This design comes from an exercise in tuning for small area, a short achievable clock period and few clock cycles per item on the open sky130 flow, not from production work. The RTL was checked by simulation tests, not by an equivalence proof against the original design.

==> flow/design.v <==
`default_nettype none
package rsnh_pkg;
    localparam int FRAC_BITS  = 14;
    localparam int COORD_W    = 16;
    localparam int RADIUS_W   = 15;
    localparam int COLOR_W    = 8;
    localparam int SLOT_W     = 3;
    localparam int PIX_X_W    = 10;
    localparam int PIX_Y_W    = 9;
    localparam int INDEX_W    = 3;
    localparam int HIT_DIST_W = 16;
    localparam int GEOM_W = 64;
    localparam int RGB_W  = 3 * COLOR_W;
    localparam int MUL_W     = 26;
    localparam int PROD_W    = 2 * MUL_W;
    localparam int ACC_W     = 56;
    localparam int DIR_W     = 16;
    localparam int OFS_W     = COORD_W + 1;
    localparam int DIV_NUM_W = 40;
    localparam int DIV_DEN_W = 26;
    localparam int ROOT_IN_W = ACC_W;
    localparam int ROOT_W    = ROOT_IN_W / 2;
    localparam int DIST_W    = 30;
    localparam int IN_WORD_W  = 1 + SLOT_W + 3 * COORD_W + RADIUS_W + 3 * COLOR_W + PIX_X_W + PIX_Y_W;
    localparam int OUT_WORD_W = 3 * COLOR_W + 1 + INDEX_W + HIT_DIST_W;
    localparam int CFG_INDEX_W = 2;
    localparam int CFG_DATA_W  = 16;
    localparam int ACTIVE_W    = 4;
    localparam logic [CFG_INDEX_W-1:0] CFG_EYE_X  = 2'd0;
    localparam logic [CFG_INDEX_W-1:0] CFG_EYE_Y  = 2'd1;
    localparam logic [CFG_INDEX_W-1:0] CFG_EYE_Z  = 2'd2;
    localparam logic [CFG_INDEX_W-1:0] CFG_ACTIVE = 2'd3;
    localparam logic signed [COORD_W-1:0] EYE_X_RST  = 16'sd8192;
    localparam logic signed [COORD_W-1:0] EYE_Y_RST  = 16'sd8192;
    localparam logic signed [COORD_W-1:0] EYE_Z_RST  = -16'sd16384;
    localparam logic [ACTIVE_W-1:0]       ACTIVE_RST = 4'd3;
    localparam logic OP_WRITE = 1'b0;
    localparam logic OP_TRACE = 1'b1;
    typedef struct packed {
        logic                        operation;
        logic [SLOT_W-1:0]           sphere_slot;
        logic signed [COORD_W-1:0]   center_x;
        logic signed [COORD_W-1:0]   center_y;
        logic signed [COORD_W-1:0]   center_z;
        logic [RADIUS_W-1:0]         radius;
        logic [COLOR_W-1:0]          color_red;
        logic [COLOR_W-1:0]          color_green;
        logic [COLOR_W-1:0]          color_blue;
        logic [PIX_X_W-1:0]          pixel_x;
        logic [PIX_Y_W-1:0]          pixel_y;
    } in_word_t;
    typedef struct packed {
        logic [COLOR_W-1:0]    pixel_red;
        logic [COLOR_W-1:0]    pixel_green;
        logic [COLOR_W-1:0]    pixel_blue;
        logic                  sphere_hit;
        logic [INDEX_W-1:0]    hit_index;
        logic [HIT_DIST_W-1:0] hit_distance;
    } out_word_t;
    typedef struct packed {
        logic                        start;
        logic signed [DIV_NUM_W-1:0] num;
        logic [DIV_DEN_W-1:0]        den;
    } div_req_t;
    typedef struct packed {
        logic                        done;
        logic signed [DIV_NUM_W-1:0] quot;
    } div_rsp_t;
    typedef struct packed {
        logic                 start;
        logic [ROOT_IN_W-1:0] radicand;
    } root_req_t;
    typedef struct packed {
        logic              done;
        logic [ROOT_W-1:0] root;
    } root_rsp_t;
endpackage
`default_nettype wire
`default_nettype none
module rsnh_sphere_mem #(
    parameter int DEPTH  = 8,
    parameter int ADDR_W = 3
) (
    input  logic                         clk,
    input  logic                         wr_en,
    input  logic [ADDR_W-1:0]            wr_addr,
    input  logic [rsnh_pkg::GEOM_W-1:0]  wr_geom,
    input  logic [rsnh_pkg::RGB_W-1:0]   wr_rgb,
    input  logic                         geom_rd_en,
    input  logic [ADDR_W-1:0]            geom_rd_addr,
    output logic [rsnh_pkg::GEOM_W-1:0]  geom_rd,
    input  logic                         rgb_rd_en,
    input  logic [ADDR_W-1:0]            rgb_rd_addr,
    output logic [rsnh_pkg::RGB_W-1:0]   rgb_rd
);
    logic [rsnh_pkg::GEOM_W-1:0] geom_mem [DEPTH];
    logic [rsnh_pkg::RGB_W-1:0]  rgb_mem  [DEPTH];
    logic [rsnh_pkg::GEOM_W-1:0] geom_rd_reg;
    logic [rsnh_pkg::RGB_W-1:0]  rgb_rd_reg;
    always_ff @(posedge clk)
    begin
        if (wr_en)
        begin
            geom_mem[wr_addr] <= wr_geom;
            rgb_mem[wr_addr]  <= wr_rgb;
        end
        if (geom_rd_en)
        begin
            geom_rd_reg <= geom_mem[geom_rd_addr];
        end
        if (rgb_rd_en)
        begin
            rgb_rd_reg <= rgb_mem[rgb_rd_addr];
        end
    end
    assign geom_rd = geom_rd_reg;
    assign rgb_rd  = rgb_rd_reg;
endmodule
`default_nettype wire
`default_nettype none
module rsnh_divider (
    input  logic               clk,
    input  logic               rst_n,
    input  rsnh_pkg::div_req_t req,
    output rsnh_pkg::div_rsp_t rsp
);
    localparam int NUM_W = rsnh_pkg::DIV_NUM_W;
    localparam int DEN_W = rsnh_pkg::DIV_DEN_W;
    localparam int CNT_W = $clog2(NUM_W);
    logic                    busy_reg, busy_next;
    logic                    done_reg, done_next;
    logic [CNT_W-1:0]        cnt_reg, cnt_next;
    logic [NUM_W-1:0]        quo_reg, quo_next;
    logic [DEN_W-1:0]        rem_reg, rem_next;
    logic [DEN_W-1:0]        den_reg, den_next;
    logic                    neg_reg, neg_next;
    logic signed [NUM_W-1:0] res_reg, res_next;
    logic [NUM_W-1:0] num_mag;
    logic [DEN_W:0]   rem_shift;
    logic [DEN_W:0]   rem_diff;
    logic             fits;
    logic [NUM_W-1:0] quo_step;
    always_comb
    begin
        num_mag   = req.num[NUM_W-1] ? (NUM_W'(-req.num)) : (NUM_W'(req.num));
        rem_shift = {rem_reg, quo_reg[NUM_W-1]};
        rem_diff  = rem_shift - {1'b0, den_reg};
        fits      = (rem_shift >= {1'b0, den_reg});
        quo_step  = {quo_reg[NUM_W-2:0], fits};
        busy_next = busy_reg;
        done_next = 1'b0;
        cnt_next  = cnt_reg;
        quo_next  = quo_reg;
        rem_next  = rem_reg;
        den_next  = den_reg;
        neg_next  = neg_reg;
        res_next  = res_reg;
        if (busy_reg)
        begin
            quo_next = quo_step;
            rem_next = fits ? rem_diff[DEN_W-1:0] : rem_shift[DEN_W-1:0];
            cnt_next = cnt_reg + 1'b1;
            if (cnt_reg == (CNT_W'(NUM_W - 1)))
            begin
                busy_next = 1'b0;
                done_next = 1'b1;
                res_next  = neg_reg ? -$signed(quo_step) : $signed(quo_step);
            end
        end
        else if (req.start)
        begin
            busy_next = 1'b1;
            cnt_next  = '0;
            quo_next  = num_mag + (NUM_W'(req.den >> 1));
            rem_next  = '0;
            den_next  = req.den;
            neg_next  = req.num[NUM_W-1];
        end
    end
    always_ff @(posedge clk or negedge rst_n)
    begin
        if (!rst_n)
        begin
            busy_reg <= 1'b0;
            done_reg <= 1'b0;
            cnt_reg  <= '0;
        end
        else
        begin
            busy_reg <= busy_next;
            done_reg <= done_next;
            cnt_reg  <= cnt_next;
        end
    end
    always_ff @(posedge clk)
    begin
        quo_reg <= quo_next;
        rem_reg <= rem_next;
        den_reg <= den_next;
        neg_reg <= neg_next;
        res_reg <= res_next;
    end
    assign rsp.done = done_reg;
    assign rsp.quot = res_reg;
endmodule
`default_nettype wire
`default_nettype none
module rsnh_isqrt (
    input  logic                clk,
    input  logic                rst_n,
    input  rsnh_pkg::root_req_t req,
    output rsnh_pkg::root_rsp_t rsp
);
    localparam int IN_W  = rsnh_pkg::ROOT_IN_W;
    localparam int OUT_W = rsnh_pkg::ROOT_W;
    logic              busy_reg, busy_next;
    logic              done_reg, done_next;
    logic [IN_W-1:0]   val_reg, val_next;
    logic [IN_W-1:0]   acc_reg, acc_next;
    logic [IN_W-1:0]   bit_reg, bit_next;
    logic [OUT_W-1:0]  root_reg, root_next;
    logic [IN_W-1:0] trial;
    logic            fits;
    logic [IN_W-1:0] acc_step;
    always_comb
    begin
        trial    = acc_reg + bit_reg;
        fits     = (val_reg >= trial);
        acc_step = fits ? ((acc_reg >> 1) + bit_reg) : (acc_reg >> 1);
        busy_next = busy_reg;
        done_next = 1'b0;
        val_next  = val_reg;
        acc_next  = acc_reg;
        bit_next  = bit_reg;
        root_next = root_reg;
        if (busy_reg)
        begin
            val_next = fits ? (val_reg - trial) : val_reg;
            acc_next = acc_step;
            bit_next = bit_reg >> 2;
            if (bit_reg[0])
            begin
                busy_next = 1'b0;
                done_next = 1'b1;
                root_next = acc_step[OUT_W-1:0];
            end
        end
        else if (req.start)
        begin
            busy_next = 1'b1;
            val_next  = req.radicand;
            acc_next  = '0;
            bit_next  = {2'b01, {(IN_W-2){1'b0}}};
        end
    end
    always_ff @(posedge clk or negedge rst_n)
    begin
        if (!rst_n)
        begin
            busy_reg <= 1'b0;
            done_reg <= 1'b0;
        end
        else
        begin
            busy_reg <= busy_next;
            done_reg <= done_next;
        end
    end
    always_ff @(posedge clk)
    begin
        val_reg  <= val_next;
        acc_reg  <= acc_next;
        bit_reg  <= bit_next;
        root_reg <= root_next;
    end
    assign rsp.done = done_reg;
    assign rsp.root = root_reg;
endmodule
`default_nettype wire
`default_nettype none
module ray_sphere_nearest_hit_unit #(
    parameter int MAX_SPHERES  = 8,
    parameter int IMAGE_HEIGHT = 480
) (
    input  logic                                  clk,
    input  logic                                  rst_n,
    input  logic                                  in_valid,
    output logic                                  in_stall,
    input  logic [rsnh_pkg::IN_WORD_W-1:0]        in_word_bits,
    output logic                                  out_valid,
    input  logic                                  out_stall,
    output logic [rsnh_pkg::OUT_WORD_W-1:0]       out_word_bits,
    input  logic                                  cfg_we,
    input  logic [rsnh_pkg::CFG_INDEX_W-1:0]      cfg_index,
    input  logic [rsnh_pkg::CFG_DATA_W-1:0]       cfg_data
);
    localparam int ADDR_W    = (MAX_SPHERES > 1) ? $clog2(MAX_SPHERES) : 1;
    localparam int CNT_W     = ADDR_W + 1;
    localparam int MUL_W     = rsnh_pkg::MUL_W;
    localparam int PROD_W    = rsnh_pkg::PROD_W;
    localparam int ACC_W     = rsnh_pkg::ACC_W;
    localparam int DIR_W     = rsnh_pkg::DIR_W;
    localparam int OFS_W     = rsnh_pkg::OFS_W;
    localparam int NUM_W     = rsnh_pkg::DIV_NUM_W;
    localparam int DEN_W     = rsnh_pkg::DIV_DEN_W;
    localparam int DIST_W    = rsnh_pkg::DIST_W;
    localparam int COORD_W   = rsnh_pkg::COORD_W;
    localparam int FRAC_BITS = rsnh_pkg::FRAC_BITS;
    localparam int INDEX_W   = rsnh_pkg::INDEX_W;
    localparam int PIX_X_W   = rsnh_pkg::PIX_X_W;
    localparam int COLOR_W_LOCAL = rsnh_pkg::COLOR_W;
    localparam int PIX_DEN_I = 2 * IMAGE_HEIGHT;
    localparam int PIX_NUM_W = PIX_X_W + 1 + FRAC_BITS;
    localparam int PIX_SHIFT = PIX_NUM_W + $clog2(PIX_DEN_I);
    localparam int RECIP_W   = PIX_NUM_W + 2;
    localparam int PIX_PRD_W = PIX_NUM_W + RECIP_W;
    localparam logic [RECIP_W-1:0]   PIX_RECIP = (RECIP_W'(((64'd1 << PIX_SHIFT) +
                                                 64'(PIX_DEN_I) - 64'd1) / 64'(PIX_DEN_I)));
    localparam logic [PIX_NUM_W-1:0] PIX_HALF  = (PIX_NUM_W'(IMAGE_HEIGHT));
    localparam logic signed [MUL_W-1:0] ONE_FIX  = (MUL_W'(1 << FRAC_BITS));
    localparam logic [ACC_W-1:0]        HALF_LSB = (ACC_W'(1 << (FRAC_BITS - 1)));
    localparam logic [DIST_W-1:0]       DIST_MAX = (DIST_W'(16'hFFFF));
    localparam logic [4:0] ST_IDLE      = 5'd0;
    localparam logic [4:0] ST_PX_CALC   = 5'd1;
    localparam logic [4:0] ST_PY_CALC   = 5'd2;
    localparam logic [4:0] ST_LEN_MAC   = 5'd3;
    localparam logic [4:0] ST_LEN_ROOT  = 5'd4;
    localparam logic [4:0] ST_LEN_WAIT  = 5'd5;
    localparam logic [4:0] ST_DX_WAIT   = 5'd6;
    localparam logic [4:0] ST_DY_WAIT   = 5'd7;
    localparam logic [4:0] ST_DZ_WAIT   = 5'd8;
    localparam logic [4:0] ST_SPH_BEGIN = 5'd9;
    localparam logic [4:0] ST_SPH_LOAD  = 5'd10;
    localparam logic [4:0] ST_DOT_MAC   = 5'd11;
    localparam logic [4:0] ST_H_CALC    = 5'd12;
    localparam logic [4:0] ST_DISC_MAC  = 5'd13;
    localparam logic [4:0] ST_DISC_CHK  = 5'd14;
    localparam logic [4:0] ST_DISC_WAIT = 5'd15;
    localparam logic [4:0] ST_COL_RD    = 5'd16;
    localparam logic [4:0] ST_OUT       = 5'd17;
    logic [4:0]                     state_reg, state_next;
    logic signed [COORD_W-1:0]      eye_x_reg, eye_x_next;
    logic signed [COORD_W-1:0]      eye_y_reg, eye_y_next;
    logic signed [COORD_W-1:0]      eye_z_reg, eye_z_next;
    logic [rsnh_pkg::ACTIVE_W-1:0]  active_reg, active_next;
    logic                           out_valid_reg, out_valid_next;
    logic [2:0]                     mac_step_reg, mac_step_next;
    logic [CNT_W-1:0]               k_reg, k_next;
    logic [CNT_W-1:0]               n_reg, n_next;
    logic                           found_reg, found_next;
    logic [PIX_X_W-1:0]             x_reg, x_next;
    logic [rsnh_pkg::PIX_Y_W-1:0]   y_reg, y_next;
    logic signed [MUL_W-1:0]        rx_reg, rx_next;
    logic signed [MUL_W-1:0]        ry_reg, ry_next;
    logic signed [MUL_W-1:0]        rz_reg, rz_next;
    logic [DEN_W-1:0]               len_reg, len_next;
    logic signed [DIR_W-1:0]        dx_reg, dx_next;
    logic signed [DIR_W-1:0]        dy_reg, dy_next;
    logic signed [DIR_W-1:0]        dz_reg, dz_next;
    logic signed [OFS_W-1:0]        ox_reg, ox_next;
    logic signed [OFS_W-1:0]        oy_reg, oy_next;
    logic signed [OFS_W-1:0]        oz_reg, oz_next;
    logic [rsnh_pkg::RADIUS_W-1:0]  r_reg, r_next;
    logic signed [MUL_W-1:0]        h_reg, h_next;
    logic signed [PROD_W-1:0]       prod_reg, prod_next;
    logic signed [ACC_W-1:0]        acc_reg, acc_next;
    logic [CNT_W-1:0]               best_k_reg, best_k_next;
    logic signed [DIST_W-1:0]       best_t_reg, best_t_next;
    rsnh_pkg::out_word_t            out_word_reg, out_word_next;
    rsnh_pkg::div_req_t  div_req;
    rsnh_pkg::div_rsp_t  div_rsp;
    rsnh_pkg::root_req_t root_req;
    rsnh_pkg::root_rsp_t root_rsp;
    logic                          mem_wr_en;
    logic [ADDR_W-1:0]             mem_wr_addr;
    logic [rsnh_pkg::GEOM_W-1:0]   mem_wr_geom;
    logic [rsnh_pkg::RGB_W-1:0]    mem_wr_rgb;
    logic                          geom_rd_en;
    logic [rsnh_pkg::GEOM_W-1:0]   geom_rd;
    logic                          rgb_rd_en;
    logic [rsnh_pkg::RGB_W-1:0]    rgb_rd;
    rsnh_pkg::in_word_t  in_word;
    rsnh_pkg::out_word_t out_word;
    assign in_word       = in_word_bits;
    assign out_word_bits = out_word;
    logic                          in_take;
    logic                          out_free;
    logic [2:0]                    mac_last;
    logic signed [MUL_W-1:0]       op_a, op_b;
    logic signed [MUL_W-1:0]       ox_ext, oy_ext, oz_ext, r_ext;
    logic [ACC_W-1:0]              acc_mag;
    logic [ACC_W-1:0]              h_mag;
    logic signed [DIST_W-1:0]      neg_h, root_ext, t_near, t_far, t_sel;
    logic signed [COORD_W-1:0]     cen_x, cen_y, cen_z;
    logic [COLOR_W_LOCAL-1:0]      shade;
    logic [PIX_X_W-1:0]            pix_sel;
    logic [PIX_NUM_W-1:0]          pix_num;
    logic [PIX_PRD_W-1:0]          pix_prod;
    logic signed [MUL_W-1:0]       pix_quot;
    assign in_take  = in_valid && !in_stall;
    assign out_free = !out_valid_reg || !out_stall;
    assign cen_x = geom_rd[15:0];
    assign cen_y = geom_rd[31:16];
    assign cen_z = geom_rd[47:32];
    assign ox_ext = (MUL_W'(ox_reg));
    assign oy_ext = (MUL_W'(oy_reg));
    assign oz_ext = (MUL_W'(oz_reg));
    assign r_ext  = (MUL_W'(r_reg));
    always_comb
    begin
        pix_sel  = (state_reg == ST_PX_CALC) ? x_reg : (PIX_X_W'(y_reg));
        pix_num  = ((PIX_NUM_W'({pix_sel, 1'b1})) << FRAC_BITS) + PIX_HALF;
        pix_prod = (PIX_PRD_W'(pix_num)) * (PIX_PRD_W'(PIX_RECIP));
        pix_quot = (MUL_W'(pix_prod >> PIX_SHIFT));
    end
    always_comb
    begin
        mac_last = (state_reg == ST_DISC_MAC) ? 3'd5 : 3'd3;
        op_a     = '0;
        op_b     = '0;
        case (state_reg)
            ST_LEN_MAC:
            begin
                case (mac_step_reg)
                    3'd0:    begin op_a = rx_reg; op_b = rx_reg; end
                    3'd1:    begin op_a = ry_reg; op_b = ry_reg; end
                    default: begin op_a = rz_reg; op_b = rz_reg; end
                endcase
            end
            ST_DOT_MAC:
            begin
                case (mac_step_reg)
                    3'd0:    begin op_a = (MUL_W'(dx_reg)); op_b = ox_ext; end
                    3'd1:    begin op_a = (MUL_W'(dy_reg)); op_b = oy_ext; end
                    default: begin op_a = (MUL_W'(dz_reg)); op_b = oz_ext; end
                endcase
            end
            ST_DISC_MAC:
            begin
                case (mac_step_reg)
                    3'd0:    begin op_a = h_reg;   op_b = h_reg;  end
                    3'd1:    begin op_a = -ox_ext; op_b = ox_ext; end
                    3'd2:    begin op_a = -oy_ext; op_b = oy_ext; end
                    3'd3:    begin op_a = -oz_ext; op_b = oz_ext; end
                    default: begin op_a = r_ext;   op_b = r_ext;  end
                endcase
            end
            default:
            begin
                op_a = '0;
                op_b = '0;
            end
        endcase
    end
    always_comb
    begin
        acc_mag  = acc_reg[ACC_W-1] ? (ACC_W'(-acc_reg)) : (ACC_W'(acc_reg));
        h_mag    = (acc_mag + HALF_LSB) >> FRAC_BITS;
        neg_h    = -(DIST_W'(h_reg));
        root_ext = (DIST_W'(root_rsp.root));
        t_near   = neg_h - root_ext;
        t_far    = neg_h + root_ext;
        t_sel    = t_near[DIST_W-1] ? t_far : t_near;
        shade    = ry_reg[MUL_W-1] ? 8'hFF : 8'h00;
    end
    always_comb
    begin
        state_next     = state_reg;
        eye_x_next     = eye_x_reg;
        eye_y_next     = eye_y_reg;
        eye_z_next     = eye_z_reg;
        active_next    = active_reg;
        out_valid_next = out_valid_reg;
        mac_step_next  = mac_step_reg;
        k_next         = k_reg;
        n_next         = n_reg;
        found_next     = found_reg;
        x_next         = x_reg;
        y_next         = y_reg;
        rx_next        = rx_reg;
        ry_next        = ry_reg;
        rz_next        = rz_reg;
        len_next       = len_reg;
        dx_next        = dx_reg;
        dy_next        = dy_reg;
        dz_next        = dz_reg;
        ox_next        = ox_reg;
        oy_next        = oy_reg;
        oz_next        = oz_reg;
        r_next         = r_reg;
        h_next         = h_reg;
        prod_next      = prod_reg;
        acc_next       = acc_reg;
        best_k_next    = best_k_reg;
        best_t_next    = best_t_reg;
        out_word_next  = out_word_reg;
        div_req        = '0;
        root_req       = '0;
        mem_wr_en      = 1'b0;
        mem_wr_addr    = (ADDR_W'(in_word.sphere_slot));
        mem_wr_geom    = {1'b0, in_word.radius, in_word.center_z,
                          in_word.center_y, in_word.center_x};
        mem_wr_rgb     = {in_word.color_red, in_word.color_green, in_word.color_blue};
        geom_rd_en     = 1'b0;
        rgb_rd_en      = 1'b0;
        if (out_valid_reg && !out_stall)
        begin
            out_valid_next = 1'b0;
        end
        if (cfg_we)
        begin
            case (cfg_index)
                rsnh_pkg::CFG_EYE_X:  eye_x_next  = cfg_data;
                rsnh_pkg::CFG_EYE_Y:  eye_y_next  = cfg_data;
                rsnh_pkg::CFG_EYE_Z:  eye_z_next  = cfg_data;
                rsnh_pkg::CFG_ACTIVE: active_next = cfg_data[rsnh_pkg::ACTIVE_W-1:0];
                default:              active_next = active_reg;
            endcase
        end
        if (state_reg == ST_LEN_MAC || state_reg == ST_DOT_MAC ||
            state_reg == ST_DISC_MAC)
        begin
            prod_next     = op_a * op_b;
            acc_next      = (mac_step_reg == 3'd0) ? '0 :
                            acc_reg + (ACC_W'(prod_reg));
            mac_step_next = mac_step_reg + 1'b1;
        end
        case (state_reg)
            ST_IDLE:
            begin
                if (in_take)
                begin
                    if (in_word.operation == rsnh_pkg::OP_TRACE)
                    begin
                        x_next     = in_word.pixel_x;
                        y_next     = in_word.pixel_y;
                        state_next = ST_PX_CALC;
                    end
                    else if (int'(in_word.sphere_slot) < MAX_SPHERES)
                    begin
                        mem_wr_en = 1'b1;
                    end
                end
            end
            ST_PX_CALC:
            begin
                rx_next    = pix_quot - (MUL_W'(eye_x_reg));
                state_next = ST_PY_CALC;
            end
            ST_PY_CALC:
            begin
                ry_next       = ONE_FIX - pix_quot - (MUL_W'(eye_y_reg));
                rz_next       = -(MUL_W'(eye_z_reg));
                n_next        = (int'(active_reg) > MAX_SPHERES) ?
                                (CNT_W'(MAX_SPHERES)) : (CNT_W'(active_reg));
                k_next        = '0;
                found_next    = 1'b0;
                best_k_next   = '0;
                best_t_next   = '0;
                mac_step_next = 3'd0;
                state_next    = ST_LEN_MAC;
            end
            ST_LEN_MAC:
            begin
                if (mac_step_reg == mac_last)
                begin
                    mac_step_next = 3'd0;
                    state_next    = ST_LEN_ROOT;
                end
            end
            ST_LEN_ROOT:
            begin
                root_req.start    = 1'b1;
                root_req.radicand = acc_reg;
                state_next        = ST_LEN_WAIT;
            end
            ST_LEN_WAIT:
            begin
                if (root_rsp.done)
                begin
                    len_next = (DEN_W'(root_rsp.root));
                    if (root_rsp.root == '0)
                    begin
                        dx_next    = '0;
                        dy_next    = '0;
                        dz_next    = '0;
                        state_next = ST_SPH_BEGIN;
                    end
                    else
                    begin
                        div_req.start = 1'b1;
                        div_req.num   = (NUM_W'(rx_reg)) <<< FRAC_BITS;
                        div_req.den   = (DEN_W'(root_rsp.root));
                        state_next    = ST_DX_WAIT;
                    end
                end
            end
            ST_DX_WAIT:
            begin
                if (div_rsp.done)
                begin
                    dx_next       = (DIR_W'(div_rsp.quot));
                    div_req.start = 1'b1;
                    div_req.num   = (NUM_W'(ry_reg)) <<< FRAC_BITS;
                    div_req.den   = len_reg;
                    state_next    = ST_DY_WAIT;
                end
            end
            ST_DY_WAIT:
            begin
                if (div_rsp.done)
                begin
                    dy_next       = (DIR_W'(div_rsp.quot));
                    div_req.start = 1'b1;
                    div_req.num   = (NUM_W'(rz_reg)) <<< FRAC_BITS;
                    div_req.den   = len_reg;
                    state_next    = ST_DZ_WAIT;
                end
            end
            ST_DZ_WAIT:
            begin
                if (div_rsp.done)
                begin
                    dz_next    = (DIR_W'(div_rsp.quot));
                    state_next = ST_SPH_BEGIN;
                end
            end
            ST_SPH_BEGIN:
            begin
                if (k_reg == n_reg)
                begin
                    state_next = ST_COL_RD;
                end
                else
                begin
                    geom_rd_en = 1'b1;
                    state_next = ST_SPH_LOAD;
                end
            end
            ST_SPH_LOAD:
            begin
                ox_next       = (OFS_W'(eye_x_reg)) - (OFS_W'(cen_x));
                oy_next       = (OFS_W'(eye_y_reg)) - (OFS_W'(cen_y));
                oz_next       = (OFS_W'(eye_z_reg)) - (OFS_W'(cen_z));
                r_next        = geom_rd[62:48];
                mac_step_next = 3'd0;
                state_next    = ST_DOT_MAC;
            end
            ST_DOT_MAC:
            begin
                if (mac_step_reg == mac_last)
                begin
                    mac_step_next = 3'd0;
                    state_next    = ST_H_CALC;
                end
            end
            ST_H_CALC:
            begin
                h_next     = acc_reg[ACC_W-1] ? -(MUL_W'(h_mag)) : (MUL_W'(h_mag));
                state_next = ST_DISC_MAC;
            end
            ST_DISC_MAC:
            begin
                if (mac_step_reg == mac_last)
                begin
                    mac_step_next = 3'd0;
                    state_next    = ST_DISC_CHK;
                end
            end
            ST_DISC_CHK:
            begin
                if (acc_reg[ACC_W-1])
                begin
                    k_next     = k_reg + 1'b1;
                    state_next = ST_SPH_BEGIN;
                end
                else
                begin
                    root_req.start    = 1'b1;
                    root_req.radicand = acc_reg;
                    state_next        = ST_DISC_WAIT;
                end
            end
            ST_DISC_WAIT:
            begin
                if (root_rsp.done)
                begin
                    if (!t_sel[DIST_W-1] && (!found_reg || t_sel < best_t_reg))
                    begin
                        found_next  = 1'b1;
                        best_t_next = t_sel;
                        best_k_next = k_reg;
                    end
                    k_next     = k_reg + 1'b1;
                    state_next = ST_SPH_BEGIN;
                end
            end
            ST_COL_RD:
            begin
                rgb_rd_en  = 1'b1;
                state_next = ST_OUT;
            end
            ST_OUT:
            begin
                if (out_free)
                begin
                    if (found_reg)
                    begin
                        out_word_next.pixel_red    = rgb_rd[23:16];
                        out_word_next.pixel_green  = rgb_rd[15:8];
                        out_word_next.pixel_blue   = rgb_rd[7:0];
                        out_word_next.sphere_hit   = 1'b1;
                        out_word_next.hit_index    = (INDEX_W'(best_k_reg));
                        out_word_next.hit_distance = (best_t_reg > $signed(DIST_MAX)) ?
                                                     16'hFFFF : best_t_reg[15:0];
                    end
                    else
                    begin
                        out_word_next.pixel_red    = shade;
                        out_word_next.pixel_green  = shade;
                        out_word_next.pixel_blue   = shade;
                        out_word_next.sphere_hit   = 1'b0;
                        out_word_next.hit_index    = '0;
                        out_word_next.hit_distance = '0;
                    end
                    out_valid_next = 1'b1;
                    state_next     = ST_IDLE;
                end
            end
            default:
            begin
                state_next = ST_IDLE;
            end
        endcase
    end
    always_ff @(posedge clk or negedge rst_n)
    begin
        if (!rst_n)
        begin
            state_reg     <= ST_IDLE;
            eye_x_reg     <= rsnh_pkg::EYE_X_RST;
            eye_y_reg     <= rsnh_pkg::EYE_Y_RST;
            eye_z_reg     <= rsnh_pkg::EYE_Z_RST;
            active_reg    <= rsnh_pkg::ACTIVE_RST;
            out_valid_reg <= 1'b0;
            mac_step_reg  <= '0;
            k_reg         <= '0;
            n_reg         <= '0;
            found_reg     <= 1'b0;
        end
        else
        begin
            state_reg     <= state_next;
            eye_x_reg     <= eye_x_next;
            eye_y_reg     <= eye_y_next;
            eye_z_reg     <= eye_z_next;
            active_reg    <= active_next;
            out_valid_reg <= out_valid_next;
            mac_step_reg  <= mac_step_next;
            k_reg         <= k_next;
            n_reg         <= n_next;
            found_reg     <= found_next;
        end
    end
    always_ff @(posedge clk)
    begin
        x_reg        <= x_next;
        y_reg        <= y_next;
        rx_reg       <= rx_next;
        ry_reg       <= ry_next;
        rz_reg       <= rz_next;
        len_reg      <= len_next;
        dx_reg       <= dx_next;
        dy_reg       <= dy_next;
        dz_reg       <= dz_next;
        ox_reg       <= ox_next;
        oy_reg       <= oy_next;
        oz_reg       <= oz_next;
        r_reg        <= r_next;
        h_reg        <= h_next;
        prod_reg     <= prod_next;
        acc_reg      <= acc_next;
        best_k_reg   <= best_k_next;
        best_t_reg   <= best_t_next;
        out_word_reg <= out_word_next;
    end
    assign in_stall  = (state_reg != ST_IDLE);
    assign out_valid = out_valid_reg;
    assign out_word  = out_word_reg;
    rsnh_sphere_mem #(
        .DEPTH  (MAX_SPHERES),
        .ADDR_W (ADDR_W)
    ) u_mem (
        .clk          (clk),
        .wr_en        (mem_wr_en),
        .wr_addr      (mem_wr_addr),
        .wr_geom      (mem_wr_geom),
        .wr_rgb       (mem_wr_rgb),
        .geom_rd_en   (geom_rd_en),
        .geom_rd_addr (k_reg[ADDR_W-1:0]),
        .geom_rd      (geom_rd),
        .rgb_rd_en    (rgb_rd_en),
        .rgb_rd_addr  (best_k_reg[ADDR_W-1:0]),
        .rgb_rd       (rgb_rd)
    );
    rsnh_divider u_div (
        .clk   (clk),
        .rst_n (rst_n),
        .req   (div_req),
        .rsp   (div_rsp)
    );
    rsnh_isqrt u_root (
        .clk   (clk),
        .rst_n (rst_n),
        .req   (root_req),
        .rsp   (root_rsp)
    );
endmodule
`default_nettype wire
==> flow/run.sh <==
#!/bin/bash
# synth_recipe.tcl (not shown) runs the flow's synth.tcl, then flattens the netlist and writes it again
# the make line also repeats each setting of config.mk as NAME=value (left out here)
make -C /OpenROAD-flow-scripts/flow DESIGN_CONFIG=/design/flow/config.mk WORK_HOME=/design/flow/orfs CLKGATE_MAP_FILE= SYNTH_SCRIPT=/design/flow/synth_recipe.tcl finish
==> flow/config.mk <==
export PLATFORM = sky130hd
export DESIGN_NAME = ray_sphere_nearest_hit_unit
export DESIGN_NICKNAME = ray_sphere_nearest_hit_unit
export VERILOG_FILES = /design/flow/design.v
export SDC_FILE = /design/flow/constraint.sdc
export NUM_CORES = 4
export LEC_CHECK = 0
export CAP_MARGIN = 20
export CORE_MARGIN = 2
export CORE_UTILIZATION = 40
export SLEW_MARGIN = 20
==> flow/constraint.sdc <==
create_clock -name core_clock -period 11.0 [get_ports {clk}]
set_input_delay 2.2000 -clock core_clock [delete_from_list [all_inputs] [get_ports {clk}]]
set_output_delay 2.2000 -clock core_clock [all_outputs]
set_load 0.01 [all_outputs]
==> run notes <==
The number of flip-flops in the largest register is 504. The average routed wire per standard cell came out at 23.4 microns. The minimum clock period is 10.53 ns. The tightest min-delay check is of the register to register type. The HPWL after detailed placement is 256000 microns. After clock tree synthesis, the clock-pin slew on the worst setup and hold paths is 0.06 ns. The number of antenna violations at the first check in global routing came out at 37.

The cell family contributing the most delay on the critical path is adder cells. The number of global-route vias before repair came out at 79.0k. The number of synthesis warnings is 4. The run finished with no timing, DRC or antenna violations.

The async set or reset register ratio after synthesis is 0.0509. The startpoint identified for the worst register-to-register timing path is oz_reg[3]. The largest net degree at the start of global routing came out at 88.

Sorting the synthesized cells by area gives the leading types as edfxtp_1 40%, fa_1 13%, ha_1 7.4%, inv_1 4.2%, mux4_2 3.5%. Among all flip-flop cells after synthesis, the most frequent one is edfxtp_1. The category of the most critical setup path is register to register.

Detailed routing inserted a total of 77.7k vias. After detailed routing, the total wire length is 332000 microns. Setup slack closes at 0.474 ns. Measured against its own limit, the worst slew margin works out to 0.221.

Dividing the final minimum period by the clock period gives 0.957. The signed area change from the synthesized netlist to the final layout is 11.4%. In this run, synthesis inferred 1491 flip-flops with an integrated enable. The worst hold path begins at u_mem.geom_rd_reg[52]. The starting density of the core is 0.403.

The floorplan step defined a die boundary enclosing 283000 sq um. The capturing element type of the critical path is a register. The number of hold buffers added after CTS came out at 0. The vertical die dimension is 532 microns. STA puts the critical path data required time at 11.54 ns. The mux contribution to synthesized area is 0.0579. The post-CTS setup buffer count is 0. The net count reported at finish is 11.8k. The total instance count after detailed placement is 13.8k. The synthesized-area fraction occupied by and/or/nand/nor cells came out at 0.118.

The launch point of the worst path is oz_reg[3]. The count of buffers inserted at the top-level ports is 178. After the first detailed-routing iteration, the DRC count stood at 6363.

The first detailed-routing pass ran for 6 iterations. The area of the placeable core came out at 277000 sq um. The number of buffer and inverter stages on the critical path came out at 6. The cell with the largest stage delay on the worst path is or4b_2. The worst setup path is launched from a register.

The number of buffers inserted during clock tree synthesis came out at 177. The pin slew with the least headroom to its limit is 1.16 ns. The post-route non-filler standard cell count is 14.1k.

The number of standard cells after synthesis came out at 10.1k. Counting stages on the worst path, the most repeated cell is fa_1. The share of post-route cells with drive strength above 1 came out at 0.0959.

The cell area after synthesis came out at 112000 sq um. The share of the synthesized area in compound gates (AO/OA/AOI/OAI) is 0.0982. The worst-case clock buffer depth is 4. The number of max-capacitance violations reported is 0. The number of max-slew violations in the final report came out at 0.

Static timing analysis puts the maximum clock frequency at 0.0950 GHz. The worst setup skew after layout is 0.0734 ns. The flop-to-flop setup slack came out at 0.47 ns. The post-synthesis xor/xnor area fraction came out at 0.0452. The clock sink count is 1572.

The number of failing setup endpoints in the final timing report came out at 0. TritonCTS built the clock tree. By area, the combinational part of the netlist is dominated by adder cells.

Using the TritonRoute via totals, the vias-per-cell ratio works out to 5.49. The first global-routing pass estimated 499000 microns of wire. The width of the die came out at 532 microns. The worst-path maximum fanout came out at 10. After floorplanning, the core was divided into 193 placement rows. The flop and latch count out of synthesis is 1572. The fraction of post-synthesis cell area in the top cell type by area came out at 0.401. The total congestion overflow came out at 0.

The number of cells upsized or downsized after cts is 0. The count of H-tree levels built during CTS came out at 4.

The clock latency of the later-clocked register in the worst-skew pair is 0.86 ns. The number of hold violations in the final report came out at 0. Across every metal layer, demand over resource in global routing totals 0.231. The worst path arrival time is 11.06 ns. Synthesis instantiated 108 different standard cells from the library. The cell sitting at the root of the clock tree is a clkbuf_16.

The I/O pin count came out at 179. The number of nets with antenna violations after detailed routing came out at 0. The residual DRC count came out at 0. Dividing the synthesized area by the synthesized cell count gives 11.1 sq um.

The congestion estimate from routability-driven global placement came to 0.992. The synthesized net count is 11.6k. The highest cell delay on the worst timing path came out at 0.72 ns.

The share of synthesized area occupied by flip-flops and latches is 0.419. The adder and majority cell fraction of the synthesized area is 0.207. The pre-CTS worst setup slack came out at 0.287 ns. The largest total area in the synthesized netlist belongs to edfxtp_1.
==> stage by stage <==
step | hold slack (ns) | TNS (ns) | util | area, sq um
floorplan | 0.400 | 0 | - | 112000
global placement | 0.404 | 0 | 0.428 | 119000
detailed placement | 0.405 | 0 | 0.429 | 119000
CTS | 0.418 | 0 | 0.448 | 124000
global route | 0.434 | -0.00178 | 0.449 | 124000
finish | 0.418 | 0 | 0.449 | 124000
==> cell usage after synthesis (46+ instances only) <==
cell and number:
nand4_1 53, inv_1 1237, edfxtp_1 1491, and2_1 203
mux2_2 149, nor2b_1 96, mux4_2 174, nor4_1 46
o21ai_0 424, o21a_1 50, fa_1 740, nand3_1 131
or3_1 46, nand2b_1 104, dfrtp_1 74, a21o_1 142
ha_1 659, nor3_1 144, buf_1 50, xor2_1 218
o21bai_1 80, nor2_1 840, mux2i_1 83, nand2_1 927
a31oi_1 92, and3_1 73, xnor2_1 357, a21oi_1 411
clkbuf_1 314
==> final cells by class <==
cell class	count	area, sq um
multi-input combinational	6881	59100
sequential	1572	46800
clock buffer	226	4830
fill	25900	153000
tap	3705	4640
clock inverter	89	683
timing repair buffer	422	3680
antenna	13	32.5
inverter	1241	4660
==> per-layer routing <==
| metal | GRT usage | up-vias | routed length (microns) |
|---|---|---|---|
| met4 | 0.0892 | 48 | 14200 |
| met3 | 0.0469 | 621 | 24000 |
| li1 | - | 35600 | - |
| met1 | 0.304 | 38800 | 139000 |
| met5 | 0 | - | 299 |
| met2 | 0.374 | 2565 | 154000 |
==> layout by cell type (no fill, tap or decap), drive strengths merged, types with 46 or more instances in the layout <==
| cell | synthesis | routed |
|---|---|---|
| edfxtp | 1491 | 1491 |
| inv | 1239 | 1244 |
| nand2 | 927 | 927 |
| nor2 | 842 | 842 |
| fa | 740 | 740 |
| ha | 659 | 659 |
| o21ai | 438 | 438 |
| a21oi | 414 | 414 |
| xnor2 | 358 | 358 |
| buf | 67 | 243 |
| clkbuf | 314 | 228 |
| xor2 | 218 | 218 |
| and2 | 203 | 203 |
| clkdlybuf4s50 | 0 | 177 |
| mux4 | 174 | 174 |
| mux2 | 152 | 152 |
| nor3 | 146 | 146 |
| a21o | 142 | 142 |
| nand3 | 132 | 132 |
| nand2b | 104 | 104 |
| nor2b | 96 | 96 |
| a31oi | 92 | 92 |
| mux2i | 83 | 83 |
| o21bai | 80 | 80 |
| dfrtp | 74 | 74 |
| and3 | 73 | 73 |
| clkinv | 2 | 63 |
| nor4 | 62 | 62 |
| nand4 | 54 | 54 |
| o21a | 50 | 50 |
| or3 | 46 | 46 |
==> worst paths after layout <==
path / endpoint / cells past startpoint
min in group asynchronous: out_valid_reg / 1
worst max-delay path: prod_reg[50] / 35
worst max register to register: prod_reg[50] / 35
worst min-delay path: r_reg[4] / 0
max in group asynchronous: eye_z_reg[11] / 2
worst min register to register: r_reg[4] / 0
==> worst register-to-register path: cells and delay by family (launching register included) <==
family          cells  cell delay (ns)
buf+inv             6             0.55
compound gates     11             2.59
fa+ha+maj           8             3.62
simple gates        8             2.88
xor+xnor            2             0.22
flops               1             0.38
==> logic make-up after synthesis <==
logic type                 Yosys count
and+or+nand+nor                   2809
buffers and inverters             1622
muxes                              409
xor gates and xnor gates           576
AOI/OAI and AO/OA                 1686
DFF                               1572
adders and majority gates         1401
Testbench counts, summed over its fixed seeds: cycles 1,011,681, pixels 4,096.

## separate check: timing with driven ports
How much do the figures lean on ideal ports? The routed layout below was timed once more, with nothing changed but the port constraints. Step 1 (the two cells are an assumption about what drives the block):
set clk [get_ports {clk}]
set_driving_cell -lib_cell sky130_fd_sc_hd__clkbuf_16 $clk
set_driving_cell -lib_cell sky130_fd_sc_hd__buf_2 [delete_from_list [all_inputs] $clk]
Step 2, shift: input delay + t, output delay - t, t = (earliest + latest rising clock arrival at the registers) / 2. This alone moves slack from input paths to output paths. Slacks: ideal / step 1 / step 2; pairs: ideal / step 1.
t, ns: 0.936
setup slack, ns: 0.474 / 0.474 / 0.474
worst setup path after step 2: register to register
clock arrival spread, ns: 0.115 / 0.116
worst data-port slew with drivers (ns): 0.13
After both steps this run still meets setup and hold. For this run, drivers alone change the setup slack by 0.000 ns; drivers and shift together by 0.000 ns.
